This is an optimization exercise on Yosys and OpenROAD, whose aim is small area, not a production implementation. In this exercise RTL edits were held to simulation tests only and were not proved equivalent to the original.

==> flow/design.v (excerpt) <==
module cordic
#(
  parameter int PW      = cordic_pkg::PW_DEF,
  parameter int IW      = cordic_pkg::IW_DEF,
  parameter int OW      = cordic_pkg::OW_DEF,
  parameter int NSTAGES = cordic_pkg::NSTAGES_DEF
) (
  input  logic               clk,
  input  logic               reset,
  input  logic               enable,
  input  logic signed [30:0] i_xval,
  input  logic signed [30:0] i_yval,
  input  logic        [11:0] i_phase,
  output logic signed [31:0] o_xval,
  output logic signed [31:0] o_yval
);
==> flow/config.mk <==
export PLATFORM = sky130hd
export DESIGN_NAME = cordic
export DESIGN_NICKNAME = cordic
export VERILOG_FILES = /design/flow/design.v
export SDC_FILE = /design/flow/constraint.sdc
export NUM_CORES = 4
export LEC_CHECK = 0
export CAP_MARGIN = 20
export CORE_MARGIN = 2
export CORE_UTILIZATION = 80
export CTS_BUF_LIST = sky130_fd_sc_hd__clkbuf_16
export CTS_CLUSTER_DIAMETER = 90
export CTS_CLUSTER_SIZE = 24
export SLEW_MARGIN = 20
export SYNTH_HIERARCHICAL = 1
export SYNTH_MINIMUM_KEEP_SIZE = 0
==> flow/constraint.sdc <==
create_clock -name core_clock -period 5.0 [get_ports {clk}]
set_input_delay 1.0000 -clock core_clock [delete_from_list [all_inputs] [get_ports {clk}]]
set_output_delay 1.0000 -clock core_clock [all_outputs]
set_load 0.01 [all_outputs]
run.sh (not shown) runs the stock make flow with config.mk's settings and CLKGATE_MAP_FILE= SYNTH_SCRIPT=/design/flow/synth_recipe.tcl, a recipe that flattens the netlist after the stock synthesis.
The baseline passed the timing, DRC and antenna checks.
Change:
==> flow/flow/run.sh (new file) <==
#!/bin/bash
# The standard layout, with the port buffers made from the smallest buffer
# cell instead of the default delay buffer.  Each ORFS step writes its own log
# under orfs/logs; the make output goes to standard.log.
set -euo pipefail
export BUFFER_PORTS_ARGS="-buffer_cell sky130_fd_sc_hd__buf_1"
bash standard.sh > standard.log 2>&1
==> flow/standard.sh (new file) <==
#!/bin/bash
# synth_recipe.tcl (not shown) runs the flow's synth.tcl, then flattens the netlist and writes it again
# the make line also repeats each setting of config.mk as NAME=value (left out here)
make -C /OpenROAD-flow-scripts/flow DESIGN_CONFIG=/design/flow/config.mk WORK_HOME=/design/flow/orfs CLKGATE_MAP_FILE= SYNTH_SCRIPT=/design/flow/synth_recipe.tcl "${@:-finish}"
--- a/flow/config.mk
+++ b/flow/config.mk
@@ -9,3 +9,3 @@
 export CORE_MARGIN = 2
-export CORE_UTILIZATION = 80
+export CORE_UTILIZATION = 90
 export CTS_BUF_LIST = sky130_fd_sc_hd__clkbuf_16
removed: flow/run.sh
Result: This time the run failed in global routing (5_1_grt) with GRT-0232; synthesized cell count stays the same; synthesized area stays the same.
Change:
--- a/flow/config.mk
+++ b/flow/config.mk
@@ -9,3 +9,3 @@
 export CORE_MARGIN = 2
-export CORE_UTILIZATION = 90
+export CORE_UTILIZATION = 80
 export CTS_BUF_LIST = sky130_fd_sc_hd__clkbuf_16
Result: The changed run finished clean. Synthesized cell count is unchanged. Synthesized area does not change.

---

Another version of the RTL of cordic (not shown whole).
For scale: ~5500 cells after synthesis, ~61000 um2 of cells after synthesis.
==> flow/config.mk <==
export PLATFORM = sky130hd
export DESIGN_NAME = cordic
export DESIGN_NICKNAME = cordic
export VERILOG_FILES = /design/flow/design.v
export SDC_FILE = /design/flow/constraint.sdc
export NUM_CORES = 4
export LEC_CHECK = 0
export CAP_MARGIN = 20
export CORE_MARGIN = 2
export CORE_UTILIZATION = 40
export CTS_BUF_LIST = sky130_fd_sc_hd__clkbuf_16
export CTS_CLUSTER_DIAMETER = 90
export CTS_CLUSTER_SIZE = 24
export SLEW_MARGIN = 20
export SYNTH_HIERARCHICAL = 1
export SYNTH_MINIMUM_KEEP_SIZE = 0
==> flow/constraint.sdc <==
create_clock -name core_clock -period 5.0 [get_ports {clk}]
set_input_delay 1.0000 -clock core_clock [delete_from_list [all_inputs] [get_ports {clk}]]
set_output_delay 1.0000 -clock core_clock [all_outputs]
set_load 0.01 [all_outputs]
standard.sh (not shown) runs the stock make flow with config.mk's settings and CLKGATE_MAP_FILE= SYNTH_SCRIPT=/design/flow/synth_recipe.tcl, a recipe that flattens the netlist after the stock synthesis.
==> flow/flow/run.sh <==
#!/bin/bash
# The standard layout, with the port buffers made from the smallest buffer
# cell instead of the default delay buffer.  Each ORFS step writes its own log
# under orfs/logs; the make output goes to standard.log.
set -euo pipefail
export BUFFER_PORTS_ARGS="-buffer_cell sky130_fd_sc_hd__buf_1"
bash standard.sh > standard.log 2>&1
The starting point finished clean.
Next try:
Settings changed: CORE_UTILIZATION 40 to 70.
Result:
- The new run went through all stages and came out clean
- setup slack gains 0.016 ns
- die area is lower by 42%
- utilization is higher by 31 points
- cell count is lower by 11%

---

Another version of the RTL of cordic (not shown whole).
Size: ~6100 cells after synthesis, about 980 flip-flops, roughly 140 I/O pins, about 0.068 mm2 of cells after synthesis.
clock: 5.0 ns
lec_check: 0
cap_margin: 20
core_margin: 2
core_utilization: 40
cts_buf_list: sky130_fd_sc_hd__clkbuf_4 sky130_fd_sc_hd__clkbuf_8
slew_margin: 20
run.sh (not shown) runs the stock make flow with config.mk's settings and CLKGATE_MAP_FILE= SYNTH_SCRIPT=/design/flow/synth_recipe.tcl, a recipe that flattens the netlist after the stock synthesis.
Stock flow here: none of the scripts above is used.
Rerun with:
--- a/flow/config.mk
+++ b/flow/config.mk
@@ -9,4 +9,4 @@
 export CORE_MARGIN = 2
-export CORE_UTILIZATION = 40
-export CTS_BUF_LIST = sky130_fd_sc_hd__clkbuf_4 sky130_fd_sc_hd__clkbuf_8
+export CORE_UTILIZATION = 60
+export CTS_BUF_LIST = sky130_fd_sc_hd__clkbuf_8
 export SLEW_MARGIN = 20
Core utilization rises by 22 points. Die area falls by a quarter to a third. Fmax falls slightly. Cell area falls slightly. Routed wire length rises by a few percent. Setup slack is worse by 76 ps.

-- what the ideal ports hide --
How much do the figures lean on ideal ports? The routed layouts below were timed once more, with nothing changed but the port constraints.
Step 1 assumes that a clkbuf_16 drives the clock port and a buf_2 every other input.
Step 2 moves the port delays by t, midway between the first and last clock arrival at a register: inputs arrive t later, outputs are due t later. That takes back most of the time a late clock gives input paths.
Three values: no drivers, after step 1, after step 2; two values: the first two.
run	shift t [ns]	setup slack, ns	worst register clock-pin slew, ns
the first run of note 1	0.685	0.288 / 0.288 / 0.288	0.11 / 0.11
the third run of note 1	0.683	0.316 / 0.316 / 0.316	0.11 / 0.11
the first run of note 2	0.756	0.392 / 0.392 / 0.392	0.10 / 0.10
the second run of note 2	0.697	0.408 / 0.408 / 0.408	0.10 / 0.10
the first run of note 3	0.941	0.468 / 0.468 / 0.468	0.07 / 0.07
the second run of note 3	0.908	0.392 / 0.392 / 0.392	0.07 / 0.07
After both steps every run listed still meets setup and hold.
